What follows belongs to an exercise in optimizing a design on an open flow for small area, a short achievable clock period and few clock cycles per item; a production flow would make more cautious choices.
No run shown here included a check of the RTL's function; only the layout flow was run.
Power is estimated from default activity; no workload was simulated.

===== flow/run.sh =====
#!/bin/bash
# synth_recipe.tcl (not shown) runs the flow's synth.tcl, then flattens the netlist and writes it again
# the make line also repeats each setting of config.mk as NAME=value (left out here)
make -C /OpenROAD-flow-scripts/flow DESIGN_CONFIG=/design/flow/config.mk WORK_HOME=/design/flow/orfs CLKGATE_MAP_FILE= SYNTH_SCRIPT=/design/flow/synth_recipe.tcl finish

===== flow/config.mk =====
export PLATFORM = sky130hd
export DESIGN_NAME = wildcard_byte_signature_scanner
export DESIGN_NICKNAME = wildcard_byte_signature_scanner
export VERILOG_FILES = /design/flow/design.v
export SDC_FILE = /design/flow/constraint.sdc
export NUM_CORES = 4
export LEC_CHECK = 0
export ABC_CLOCK_PERIOD_IN_PS = 2200
export CAP_MARGIN = 30
export CORE_MARGIN = 2
export CORE_UTILIZATION = 40
export SETUP_SLACK_MARGIN = 3.3
export SLEW_MARGIN = 25

===== flow/constraint.sdc =====
create_clock -name core_clock -period 5.5 [get_ports {clk_i}]
set_input_delay 1.1000 -clock core_clock [delete_from_list [all_inputs] [get_ports {clk_i}]]
set_output_delay 1.1000 -clock core_clock [all_outputs]
set_load 0.01 [all_outputs]

===== flow/design.v =====
package sbs_pkg;
  localparam int MaxSigLen  = 48;
  localparam int SigRegs    = 6;
  localparam int SigRegW    = 64;
  localparam int LenBits    = 6;
  localparam int OffsetBits = 32;
  localparam int CfgIdxW    = 3;
endpackage
import sbs_pkg::*;
module sbs_cfg (
  input  logic                                clk_i,
  input  logic                                rst_ni,
  input  logic                                cfg_we_i,
  input  logic [sbs_pkg::CfgIdxW-1:0]         cfg_index_i,
  input  logic [sbs_pkg::SigRegW-1:0]         cfg_data_i,
  output logic [sbs_pkg::MaxSigLen-1:0][7:0]  sig_o,      
  output logic [sbs_pkg::SigRegs-1:0]         sig_wr_o,   
  output logic [sbs_pkg::MaxSigLen-1:0]       wild_o,     
  output logic [sbs_pkg::LenBits-1:0]         len_o       
);
  logic [SigRegs-1:0][SigRegW-1:0] sig_q;
  logic [SigRegs-1:0]              sig_wr_q;
  logic [MaxSigLen-1:0]            wild_q;
  logic                            wild_wr_q;
  logic [LenBits-1:0]              len_q;
  logic [LenBits-1:0]              len_d;
  always_comb begin
    if (cfg_data_i[LenBits-1:0] == '0) begin
      len_d = 6'd1;
    end else if (cfg_data_i[LenBits-1:0] > 6'd48) begin
      len_d = 6'd48;
    end else begin
      len_d = cfg_data_i[LenBits-1:0];
    end
  end
  always_ff @(posedge clk_i) begin
    for (int r = 0; r < SigRegs; r++) begin
      if (cfg_we_i && cfg_index_i == 3'(r)) sig_q[r] <= cfg_data_i;
    end
    if (cfg_we_i && cfg_index_i == 3'd6) wild_q <= cfg_data_i[MaxSigLen-1:0];
  end
  always_ff @(posedge clk_i or negedge rst_ni) begin
    if (!rst_ni) begin
      sig_wr_q  <= '0;
      wild_wr_q <= 1'b0;
      len_q     <= 6'd1;
    end else if (cfg_we_i) begin
      for (int r = 0; r < SigRegs; r++) begin
        if (cfg_index_i == 3'(r)) sig_wr_q[r] <= 1'b1;
      end
      if (cfg_index_i == 3'd6) wild_wr_q <= 1'b1;
      if (cfg_index_i == 3'd7) len_q     <= len_d;
    end
  end
  assign sig_o    = sig_q;
  assign sig_wr_o = sig_wr_q;
  assign wild_o   = wild_q & {MaxSigLen{wild_wr_q}};
  assign len_o    = len_q;
endmodule
import sbs_pkg::*;
module sbs_match (
  input  logic                                clk_i,
  input  logic                                rst_ni,
  input  logic                                take_i,      
  input  logic [7:0]                          byte_i,
  input  logic                                last_i,
  input  logic [sbs_pkg::MaxSigLen-1:0][7:0]  sig_i,
  input  logic [sbs_pkg::SigRegs-1:0]         sig_wr_i,
  input  logic [sbs_pkg::MaxSigLen-1:0]       wild_i,
  input  logic [sbs_pkg::LenBits-1:0]         len_i,
  output logic                                end_o,       
  output logic [sbs_pkg::OffsetBits-1:0]      offset_o     
);
  logic [MaxSigLen-1:0]  st_q, st_d, pos_ok, sel;
  logic                  first_q;       
  logic [OffsetBits-1:0] ofs_q, ofs_d;
  logic                  sat_q, sat_d;  
  logic                  zero_byte;
  logic [OffsetBits-1:0] ofs_init;      
  logic [OffsetBits-1:0] ofs_last;      
  assign zero_byte = (byte_i == 8'h00);
  always_comb begin
    for (int j = 0; j < MaxSigLen; j++) begin
      pos_ok[j] = wild_i[j] || (sig_wr_i[j/8] ? (byte_i == sig_i[j]) : zero_byte);
      sel[j]    = (len_i == 6'(j + 1));
    end
    st_d[0] = pos_ok[0];
    for (int j = 1; j < MaxSigLen; j++) begin
      st_d[j] = pos_ok[j] && st_q[j-1] && !first_q;
    end
  end
  assign ofs_init = {26'h3ffffff, ~len_i} + 32'd2;
  assign ofs_last = {26'h3ffffff, ~(len_i + 6'd1)};
  always_comb begin
    if (first_q) begin
      ofs_d = ofs_init;
      sat_d = 1'b0;
    end else if (sat_q) begin
      ofs_d = ofs_q;
      sat_d = 1'b1;
    end else begin
      ofs_d = ofs_q + 32'd1;
      sat_d = (ofs_q == ofs_last);
    end
  end
  always_ff @(posedge clk_i) begin
    if (take_i) begin
      st_q  <= st_d;
      ofs_q <= ofs_d;
      sat_q <= sat_d;
    end
  end
  always_ff @(posedge clk_i or negedge rst_ni) begin
    if (!rst_ni) begin
      first_q <= 1'b1;
    end else if (take_i) begin
      first_q <= last_i;
    end
  end
  assign end_o    = |(st_q & sel);
  assign offset_o = ofs_q;
endmodule
module wildcard_byte_signature_scanner (
  input  logic                           clk_i,
  input  logic                           rst_ni,
  input  logic                           cfg_we_i,
  input  logic [sbs_pkg::CfgIdxW-1:0]    cfg_index_i,
  input  logic [sbs_pkg::SigRegW-1:0]    cfg_data_i,
  input  logic                           in_valid_i,
  output logic                           in_stall_o,
  input  logic [7:0]                     data_byte_i,
  input  logic                           region_last_i,
  output logic                           out_valid_o,
  input  logic                           out_stall_i,
  output logic                           found_o,
  output logic [sbs_pkg::OffsetBits-1:0] match_offset_o
);
  logic [sbs_pkg::MaxSigLen-1:0][7:0] sig;
  logic [sbs_pkg::SigRegs-1:0]        sig_wr;
  logic [sbs_pkg::MaxSigLen-1:0]      wild;
  logic [sbs_pkg::LenBits-1:0]        len;
  logic        take;           
  logic        held_q;         
  logic        last_q;         
  logic        reported_q;     
  logic        eval;           
  logic        match_end;
  logic        hit;
  logic        produce;
  logic [31:0] ofs;
  logic        stall_q;
  logic        held_d;
  logic        out_valid_d;
  logic        out_valid_q;
  logic        found_q;
  logic [31:0] offset_q;
  assign take = in_valid_i && !stall_q;
  assign eval = held_q && !(out_valid_q && out_stall_i);
  sbs_cfg u_cfg (
    .clk_i       (clk_i),
    .rst_ni      (rst_ni),
    .cfg_we_i    (cfg_we_i),
    .cfg_index_i (cfg_index_i),
    .cfg_data_i  (cfg_data_i),
    .sig_o       (sig),
    .sig_wr_o    (sig_wr),
    .wild_o      (wild),
    .len_o       (len)
  );
  sbs_match u_match (
    .clk_i    (clk_i),
    .rst_ni   (rst_ni),
    .take_i   (take),
    .byte_i   (data_byte_i),
    .last_i   (region_last_i),
    .sig_i    (sig),
    .sig_wr_i (sig_wr),
    .wild_i   (wild),
    .len_i    (len),
    .end_o    (match_end),
    .offset_o (ofs)
  );
  assign hit         = match_end && !reported_q;
  assign produce     = hit || (last_q && !reported_q);
  assign held_d      = take || (held_q && !eval);
  assign out_valid_d = eval ? produce : (out_valid_q && out_stall_i);
  always_ff @(posedge clk_i or negedge rst_ni) begin
    if (!rst_ni) begin
      held_q      <= 1'b0;
      reported_q  <= 1'b0;
      out_valid_q <= 1'b0;
      stall_q     <= 1'b0;
    end else begin
      held_q      <= held_d;
      out_valid_q <= out_valid_d;
      stall_q     <= held_d && out_valid_d;
      if (eval) begin
        reported_q <= !last_q && (reported_q || hit);
      end
    end
  end
  always_ff @(posedge clk_i) begin
    if (take) begin
      last_q <= region_last_i;
    end
    if (eval) begin
      found_q  <= hit;
      offset_q <= hit ? ofs : 32'd0;
    end
  end
  assign in_stall_o     = stall_q;
  assign out_valid_o    = out_valid_q;
  assign found_o        = found_q;
  assign match_offset_o = offset_q;
endmodule

==> results.txt, run 1 <==
Global routing
The total overflow left after global routing is 0. The wire length of the first global-routing pass is approximately 110,000 um. The via count of the first global-routing pass was ~15,000.

Entering global routing, the biggest net connects ~90 pins. For this run, the total global-route usage over all layers was measured as about a quarter. The number of antenna violations at the first check in global routing is 0.

Critical path
The worst setup path is of the reg2reg kind. STA classifies the critical path endpoint as a flip-flop. In this run the register-to-register setup slack is just under 3 ns. In this run the critical register-to-register path is captured at offset_q[9]. The arrival time of the worst setup path is 3.02 ns. STA classifies the critical path startpoint as a flip-flop.

The worst reg-to-reg path cell count is 11. Along the worst path, the maximum fanout reaches 8. The reg-to-reg critical path startpoint is u_cfg.len_q[0].

The data required time of the worst path is about 6 ns.

Finish
Leaving out filler cells and counting taps, the final layout contains between 2,000 and 3,000. The final instance area is around 32,000 um^2. The final net count is roughly 2,000. The core occupancy in the finished layout is between 50% and 60%. The fraction of final layout cells sized beyond drive strength 1 is ~29%.

The signed area change from the synthesized netlist to the final layout is 33.5%. The count of antenna diodes in the layout is 0.

Placed design
The final estimated routing congestion in global placement is 0.837. The HPWL reported at the end of detailed placement is between 30,000 and 40,000 um. Once placement completed, the tool counted placed cells totaling between 2,000 and 2,500.

The placement-stage cell area is ~27,000 um^2. In this run the tool buffered the top-level ports with 115 buffer cells.

Timing
The portion of the clock cycle consumed by the worst path in the final layout is between 40% and 50%. The hold violation total from the final report is 0. The final-report setup violation count is 0. The final max-slew violation count is 0. After layout, the minimum clock period comes to 2.52 ns. Setup repair after global routing could not meet its margin everywhere. Based on the critical path, the design can be clocked at up to between 0.3 and 0.4 GHz. For the final routed database, the setup TNS stands at 0 ns.

At the pin with the least slew margin, the transition time is roughly 0.93 ns. The worst clock skew is 0.0325 ns. The normalized max-slew margin is between 30% and 40%.

Logic synthesis
After synthesis the netlist holds a flip-flop and latch count of around 570. In the synthesized netlist, the number of instances is approximately 1,600. The commonest cells after synthesis are sky130_fd_sc_hd__edfxtp_1 (547), sky130_fd_sc_hd__xor2_1 (356), sky130_fd_sc_hd__nor4_1 (99), sky130_fd_sc_hd__xnor2_1 (67), sky130_fd_sc_hd__nand3_1 (65). Ranked by total cell area, the synthesized netlist is headed by sky130_fd_sc_hd__edfxtp_1 (68%), sky130_fd_sc_hd__xor2_1 (13%), sky130_fd_sc_hd__nor4_1 (2.5%), sky130_fd_sc_hd__xnor2_1 (2.4%), sky130_fd_sc_hd__dfrtp_1 (1.6%). The number of nets in the synthesized netlist is 1,686.

The number of distinct standard cells referenced by the synthesized netlist is 57. The mean area per synthesized cell is between 15 and 20 um^2. The number of flops mapped to enable cells by yosys is approximately 550. For this run, the register share of the synthesized area comes to a little over two thirds.

The post-synthesis instance area is 24,300 um^2. In this run the biggest area consumer among cell types represents 67.6% of the synthesized area. The share of flip-flops with an asynchronous set or reset after synthesis is under 10%. In the post-synthesis netlist, the cell with the most instances is sky130_fd_sc_hd__edfxtp_1.

The commonest register cell after synthesis is sky130_fd_sc_hd__edfxtp_1. The synthesized design spends more area on one cell type than any other, namely sky130_fd_sc_hd__edfxtp_1. For this run, the number of Yosys warnings is 3.

CTS
The clock edge transition at the registers on the reported setup and hold paths is approximately 0.06 ns. TritonCTS built the clock tree. The clock drives about 570 sinks.

The number of buffers created by CTS is between 50 and 60. The maximum clock insertion buffer count is 3. The cell sitting at the root of the clock tree is a sky130_fd_sc_hd__clkbuf_16.

The clock tree synthesis step divided the H-tree into 2 levels. The later pin in the worst-skew pair is clocked with a latency of 0.65 ns.

Drt
The via total after detailed routing is approximately 15,000. The total DRC errors in the routed layout is 0. For this block, the initial DRC count from the detailed router was between 1,000 and 1,500.

The total routed wirelength is about 75,000 um. The residual antenna-violating net count after detailed routing is 0. The routed length on met3 is roughly 4600 um. Detailed routing placed a total of approximately 37,000 um of wire on met2.

After detailed routing, the average wire length per cell comes to between 20 and 30 um. After detailed routing, the number of vias per cell comes to roughly 5.5. The number of detailed-routing iterations run before antenna repair is 5.

Routed signal wires occupy layers up through met4. The routed length on met1 is roughly 30,000 um.

Min path
The min-delay analysis places its worst path in the category reg2reg. The end of the worst hold path is reported_q. The worst hold path begins at last_q. Counting instances, the worst hold path has a depth of 3.

Floorplan
From left edge to right edge, the die measures around 250 um. The die covers 62,700 um^2. Once the floorplan was initialized, standard cells occupied about two fifths of the core.

The y dimension of the die is 250 um. In this run the count of I/O pins placed on the die edge is about 120. In this run the standard cell core region covers 60,200 um^2. The floorplan has 90 rows.

Pwr
Dividing total power by cell area gives a power density of 362 nW/um^2. The worst-case IR drop observed on VDD is 0.380 mV. The reported leakage power is 11.0 nW. The completed layout was analyzed and its total power is between 10 and 15 mW.

Run status
The flow ran to the end and the layout has no timing, DRC or antenna violations.

Run
The number of max-cap violations is 0.
[kinds of logic (layout without fill, tap and decap cells)]
group | count (synthesis) | in the layout | synth area share [%]
AO/OA/AOI/OAI | 132 | 133 | 3.67
buffers and inverters | 94 | 440 | 1.86
AND/OR/NAND/NOR | 366 | 367 | 8.87
XOR/XNOR | 423 | 423 | 15.2
adder cells (fa/ha/maj) | 7 | 7 | 0.360
flip-flops | 565 | 565 | 69.5
multiplexers | 11 | 11 | 0.541
[final cells by class]
class,count,area [um^2]
fillers,4753,27800
flip-flops and latches,565,16900
multi-input cells,941,8550
repair buffers,321,3950
clock buffers,77,1550
well taps,782,978
clock inverters,33,488
inverters,9,36.3
[power by group]
| group | total, mW | switching, mW | internal (mW) |
|---|---|---|---|
| clock | 4.23 | 1.72 | 2.51 |
| sequential | 5.52 | 0.300 | 5.22 |
| combinational | 1.98 | 1.08 | 0.899 |
[state kept, by name, summed over array words and instances, names as in the netlist, 6 cells and up]
register / count
offset_q: 32
u_match.st_q: 48
u_cfg.sig_wr_q: 6
u_cfg.wild_q: 48
u_cfg.sig_q: 384
u_cfg.len_q: 6
u_match.ofs_q: 32
[metal layers]
metal / vias to the layer above / GRT usage, %
met5: - / 0
met2: 619 / 39.5
met3: 158 / 3.25
met4: 0 / 9.84
li1: 6537 / -
met1: 7760 / 30.4
[critical path, cell delays in order (launching register included)]
cell and delay (ns):
sky130_fd_sc_hd__dfstp_2 0.61, sky130_fd_sc_hd__buf_6 0.13, sky130_fd_sc_hd__ha_4 0.20, sky130_fd_sc_hd__buf_6 0.15, sky130_fd_sc_hd__a21oi_2 0.05, sky130_fd_sc_hd__nand2_1 0.07
sky130_fd_sc_hd__a31oi_1 0.08, sky130_fd_sc_hd__a311o_2 0.48, sky130_fd_sc_hd__a31oi_4 0.22, sky130_fd_sc_hd__buf_6 0.15, sky130_fd_sc_hd__buf_16 0.12, sky130_fd_sc_hd__and2_1 0.13
[timing repair]
item	CTS	global route
setup buffers	104	42
endpoints found under the setup margin	593	238
gates cloned	23	2
pin swaps	121	118
gates resized for setup	399	127
hold buffers	0	0
hold endpoints to repair	0	0
[through the flow]
stage          hold WS (ns)  setup WS [ns]
5_1_grt               0.593           2.89
3_3_place_gp          0.535           1.34
2_1_floorplan         0.501           2.21
3_5_place_dp          0.529           1.45
6_report              0.540           2.98
4_1_cts               0.546           3.07
[cell usage in the layout, fill, tap and decap left out, types with 17 or more instances in the layout]
cell                              count
sky130_fd_sc_hd__nor3b_1             29
sky130_fd_sc_hd__xnor2_1             67
sky130_fd_sc_hd__buf_6               30
sky130_fd_sc_hd__xor2_1             344
sky130_fd_sc_hd__clkbuf_1            17
sky130_fd_sc_hd__edfxtp_1           547
sky130_fd_sc_hd__a211oi_2            21
sky130_fd_sc_hd__nor2_1              19
sky130_fd_sc_hd__nor4_1              27
sky130_fd_sc_hd__nor4_2              38
sky130_fd_sc_hd__o21ai_1             23
sky130_fd_sc_hd__buf_16              30
sky130_fd_sc_hd__buf_2               34
sky130_fd_sc_hd__nor4_4              37
sky130_fd_sc_hd__clkbuf_16           61
sky130_fd_sc_hd__clkdlybuf4s50_1     68
sky130_fd_sc_hd__buf_12              34
sky130_fd_sc_hd__and2_1              19
sky130_fd_sc_hd__buf_4              102
sky130_fd_sc_hd__nand3_1             62
sky130_fd_sc_hd__nor3b_2             19
sky130_fd_sc_hd__nand2_1             41
sky130_fd_sc_hd__a211oi_1            21
[how the worst max path moves through the flow]
stage	startpoint	end	slack (ns)	cells after the start
finish	u_cfg.len_q[0]	offset_q[9]	2.98	11
global route	u_cfg.len_q[0]	offset_q[9]	2.89	10
CTS	u_cfg.len_q[0]	offset_q[13]	3.07	11
detailed placement	data_byte_i[5]	u_match.st_q[6]	1.45	8
global placement	data_byte_i[5]	u_match.st_q[43]	1.34	8
floorplan	cfg_index_i[0]	u_cfg.sig_q[0]	2.21	2
==> inputs of run 2 (changes only) <==
--- a/flow/config.mk
+++ b/flow/config.mk
@@ -6,8 +6,8 @@
 export NUM_CORES = 4
 export LEC_CHECK = 0
-export ABC_CLOCK_PERIOD_IN_PS = 2200
+export ABC_CLOCK_PERIOD_IN_PS = 2500
 export CAP_MARGIN = 30
 export CORE_MARGIN = 2
 export CORE_UTILIZATION = 40
-export SETUP_SLACK_MARGIN = 3.3
+export SETUP_SLACK_MARGIN = 3.0
 export SLEW_MARGIN = 25
==> run 2 against run 1 <==
Effect of this change: clock power shrank 12%; register-to-register slack gained 0.03 ns; count of clock-buffer cells in the layout shrank 7; non-clock buffer count shrank 119; critical endpoint is now u_match.st_q[29]; highest routed layer unchanged; first-iteration DRC count shrank 0.95%; area after synthesis is the same; die area is the same; wire length shrank 8.7%; worst setup slack lost 0.012 ns; power shrank 6.9%; via count shrank 5.4%; global-route usage shrank 2.0 points.
==> results.txt, run 2 <==
Critical path
The critical path startpoint category is an input port (was flip-flop). The category of the critical setup timing path was in2reg (was reg2reg). The data required time of the worst path is 5.98 ns (was 6.00 ns). The element type at the critical path end is a flip-flop (unchanged). The maximum fanout along the worst path is 12 (was 8). The arrival time of the worst setup path was 3.01 ns (was 3.02 ns).

Timing
The portion of the clock cycle consumed by the worst path in the final layout is 46.1% (was 45.9%). Unrepaired setup endpoints after global routing: yes (unchanged). The worst hold slack is 0.443 ns (was 0.540 ns).

The final-report setup violation count is 0 (unchanged). The hold violation total from the final report was 0 (unchanged). The transition time at the pin with the least slew margin is 1.12 ns (was 0.929 ns). The worst clock skew is 0.0314 ns (was 0.0325 ns). The peak clock frequency supported by timing is 0.394 GHz (was 0.396 GHz). The normalized max-slew margin was 25.2% (was 38.1%). The final max-slew violation count is 0 (unchanged).

The sum of negative setup slack is 0 ns (unchanged). The minimum clock period after layout is 2.54 ns (was 2.52 ns).

Global routing
The number of antenna violations at the first check in global routing was 0 (unchanged). The total global-route track usage is 21.4% (was 23.4%). The overflow left after global routing came to 0 (unchanged). The maximum number of pins on one net before global-route repair was 88 (unchanged).

The wire length of the first global-routing pass is 97,500 um (was 106,000 um). The via count of the first global-routing pass is 14,200 (was 14,800).

Finish
The count of non-filler cells in the finished layout was 2,607 (was 2,728). The final instance area is 29,700 um^2 (was 32,400 um^2). The count of antenna diodes in the layout is 0 (unchanged). The final net count came to 1,866 (was 1,984). Registers with the most flip-flops: u_cfg.sig_q (384), u_cfg.wild_q (48), u_match.st_q (48) (unchanged). Highest-count cells in the layout ignoring fill and taps: sky130_fd_sc_hd__edfxtp_1 (547), sky130_fd_sc_hd__xor2_1 (356), sky130_fd_sc_hd__clkdlybuf4s50_1 (71) (was sky130_fd_sc_hd__edfxtp_1 (547), sky130_fd_sc_hd__xor2_1 (344), sky130_fd_sc_hd__buf_4 (102)).

The fraction of final layout cells sized beyond drive strength 1 is 16.0% (was 28.5%). The core occupancy in the finished layout is 49.2% (was 53.8%). The commonest non-fill, non-tap cell in the layout is sky130_fd_sc_hd__edfxtp_1 (unchanged). The most flop-heavy register is u_cfg.sig_q (unchanged).

The signed area change from the synthesized netlist to the final layout came to 22.0% (was 33.5%). The flip-flop count of the largest register after layout is 384 (unchanged).

Logic synthesis
The number of instances in the synthesized netlist came to 1,598 (unchanged). The number of nets in the synthesized netlist is 1,686 (unchanged). The portion of the post-synthesis area used by sequential elements is 69.5% (unchanged). The number of synthesis warnings is 3 (unchanged). The most repeated cell in the gate-level netlist after synthesis is sky130_fd_sc_hd__edfxtp_1 (unchanged). The proportion of netlist area held by the largest area contributor is 67.6% (unchanged). The commonest register cell after synthesis is sky130_fd_sc_hd__edfxtp_1 (unchanged). The mean area per synthesized cell is 15.2 um^2 (unchanged). The synthesized flop and latch total is 565 (unchanged). The share of flip-flops with an asynchronous set or reset after synthesis is 3.19% (unchanged). Cells taking the most area after synthesis: sky130_fd_sc_hd__edfxtp_1 (68%), sky130_fd_sc_hd__xor2_1 (13%), sky130_fd_sc_hd__nor4_1 (2.5%), sky130_fd_sc_hd__xnor2_1 (2.4%), sky130_fd_sc_hd__dfrtp_1 (1.6%) (unchanged). The largest area contributor in the netlist is sky130_fd_sc_hd__edfxtp_1 (unchanged).

The number of flops mapped to enable cells by yosys is 547 (unchanged). Most common library cells after synthesis: sky130_fd_sc_hd__edfxtp_1 (547), sky130_fd_sc_hd__xor2_1 (356), sky130_fd_sc_hd__nor4_1 (99), sky130_fd_sc_hd__xnor2_1 (67), sky130_fd_sc_hd__nand3_1 (65) (unchanged). The post-synthesis instance area was 24,300 um^2 (unchanged). The number of distinct standard cells referenced by the synthesized netlist is 57 (unchanged).

Placed design
The cell count after placement is 2,447 (unchanged). The placement-stage cell area is 26,500 um^2 (was 26,600 um^2). The count of buffers inserted at the top-level ports is 115 (unchanged). The final estimated routing congestion in global placement was 0.851 (was 0.837).

The HPWL reported at the end of detailed placement is 38,700 um (was 39,300 um).

Drt
The number of DRC violations after detailed-routing iteration 0 is 1,256 (was 1,268). The total routed wirelength is 68,300 um (was 74,900 um). The average wire length per cell after detail routing came to 26.2 um (was 27.4 um).

The total DRC errors in the routed layout is 0 (unchanged). The via-per-instance ratio came to 5.47 (was 5.53). The number of detailed-routing iterations run before antenna repair was 5 (unchanged). The via total after detailed routing is 14,300 (was 15,100). The residual antenna-violating net count after detailed routing was 0 (unchanged).

CTS
The number of H-tree branching levels came to 2 (unchanged). The maximum clock insertion buffer count is 3 (unchanged). The clock edge transition at the registers on the reported setup and hold paths is 0.06 ns (about the same). The number of buffers created by CTS is 58 (unchanged).

The CTS tree is built (unchanged). The buffer type at the clock tree root is sky130_fd_sc_hd__clkbuf_16 (unchanged). The number of sinks on the clock net was 565 (unchanged). The insertion delay of the later-clocked pin in the worst-skew pair is 0.64 ns (was 0.65 ns).

Pwr
The share of power burned in the clock network came to 34.0% (was 36.1%). The internal power of the cells came to 7.98 mW (was 8.63 mW). The maximum VDD drop is 0.303 mV (was 0.380 mV). The net switching power came to 2.94 mW (was 3.10 mW).

The reported leakage power is 9.81 nW (was 11.0 nW). The portion of total power attributed to combinational logic is 15.6% (was 16.9%). The net switching share of the total power is 26.9% (was 26.4%).

The sequential group share of total power was 50.4% (was 47.1%). The power per cell area is 368 nW/um^2 (was 362 nW/um^2).

Floorplan
The y dimension of the die is 250 um (unchanged). The number of rows created at floorplan is 90 (unchanged). The floorplan die area is 62,700 um^2 (unchanged).

The effective utilization at floorplan is 40.3% (unchanged). The core area is 60,200 um^2 (unchanged). The die span in x is 250 um (unchanged). The number of top-level design ports is 116 (unchanged).

Run status
Status: finished clean (unchanged).

Min path
The worst min-delay path category was in2async (was reg2reg).

Run
The number of max-cap violations is 0 (unchanged).
==> run 2: metal layers <==
layer	vias up	part of all wire, %	track usage (%)
li1	6310	-	-
met1	7332	42	28.1
met2	493	49	35.7
met3	121	5.2	3.27
met4	0	3.7	8.64
met5	-	0	0
==> run 2: kinds of logic after synthesis <==
group	Yosys count	synth area share, %
buf+inv	94	1.86
xor+xnor	423	15.2
fa+ha+maj	7	0.360
flops	565	69.5
compound gates	132	3.67
simple gates	366	8.87
mux	11	0.541
==> run 2: layout make-up <==
cell class,instances,area [um^2]
clock buffer,70,1530
clock inverter,37,250
fill,5053,30600
inverter,9,33.8
multi-input combinational,942,7700
sequential,565,16900
tap,782,978
timing repair buffer,202,2290
==> run 2: final timing paths <==
check                              endpoint  slack (ns)  cells past startpoint           start
setup reg to reg                offset_q[4]        3.01                     10  u_cfg.len_q[0]
hold reg to reg                  reported_q        0.56                      3          last_q
min in group core_clock          reported_q        0.56                      3          last_q
hold / removal               u_cfg.len_q[5]        0.44                      1          rst_ni
setup / recovery           u_match.st_q[29]        2.96                      8  data_byte_i[2]
max in group asynchronous       out_valid_q        4.66                      1          rst_ni
==> run 2: power groups by stage <==
stage | clock network (mW) | registers [mW] | logic, mW
after global placement | 0 | 5.58 | 1.44
after detailed placement | 0 | 5.59 | 1.48
final | 3.71 | 5.51 | 1.70
after CTS | 3.77 | 5.50 | 1.60
after global routing | 3.93 | 5.55 | 1.83
after floorplan | 0 | 5.52 | 0.889
==> run 2: worst max-delay path: stages <==
cell                        delay (ns)
sky130_fd_sc_hd__clkbuf_4         0.19
sky130_fd_sc_hd__bufbuf_16        0.34
sky130_fd_sc_hd__xor2_1           0.17
sky130_fd_sc_hd__nor4_1           0.31
sky130_fd_sc_hd__nand3_1          0.19
sky130_fd_sc_hd__nor4_4           0.42
sky130_fd_sc_hd__a211oi_2         0.08
sky130_fd_sc_hd__nor3b_2          0.22
==> run 2: what timing repair did <==
item / CTS / global route
resized for setup: 105 / 62
hold buffers: 0 / 0
endpoints found under the setup margin: 437 / 163
buffers inserted: 28 / 12
pin swaps: 17 / 25
gates cloned: 8 / 3
==> run 2: per-stage QoR <==
step | worst slack [ns] | total power, mW
detailed placement | 1.74 | 7.07
floorplan | 2.21 | 6.41
CTS | 2.81 | 10.9
global route | 2.93 | 11.3
global placement | 1.76 | 7.02
finish | 2.96 | 10.9

[port drivers added, routing unchanged]
The results above use ideal ports. As a check the final layouts listed here were re-extracted and re-timed, cells and wires unchanged. Step 1: set_driving_cell puts a clkbuf_16 on clk_i and a buf_2 on each other input, an assumption about the parent block. Step 2, shift: input delay + t, output delay - t, t = (earliest + latest rising clock arrival at the registers) / 2. This alone moves slack from input paths to output paths. a / b / c = no drivers / after step 1 / after step 2; a / b = the first two.
run | shift t [ns] | setup slack, ns | worst setup path at the end | cell pins on the clock port's net
run 1 | 0.695 | 2.976 / 2.976 / 2.359 | input to register | 1
run 2 | 0.690 | 2.964 / 2.995 / 2.317 | input to register | 1
After both steps setup and hold are still met in every run listed. For run 2, which loses most, drivers alone change the setup slack by +0.031 ns; drivers and shift together by -0.647 ns.
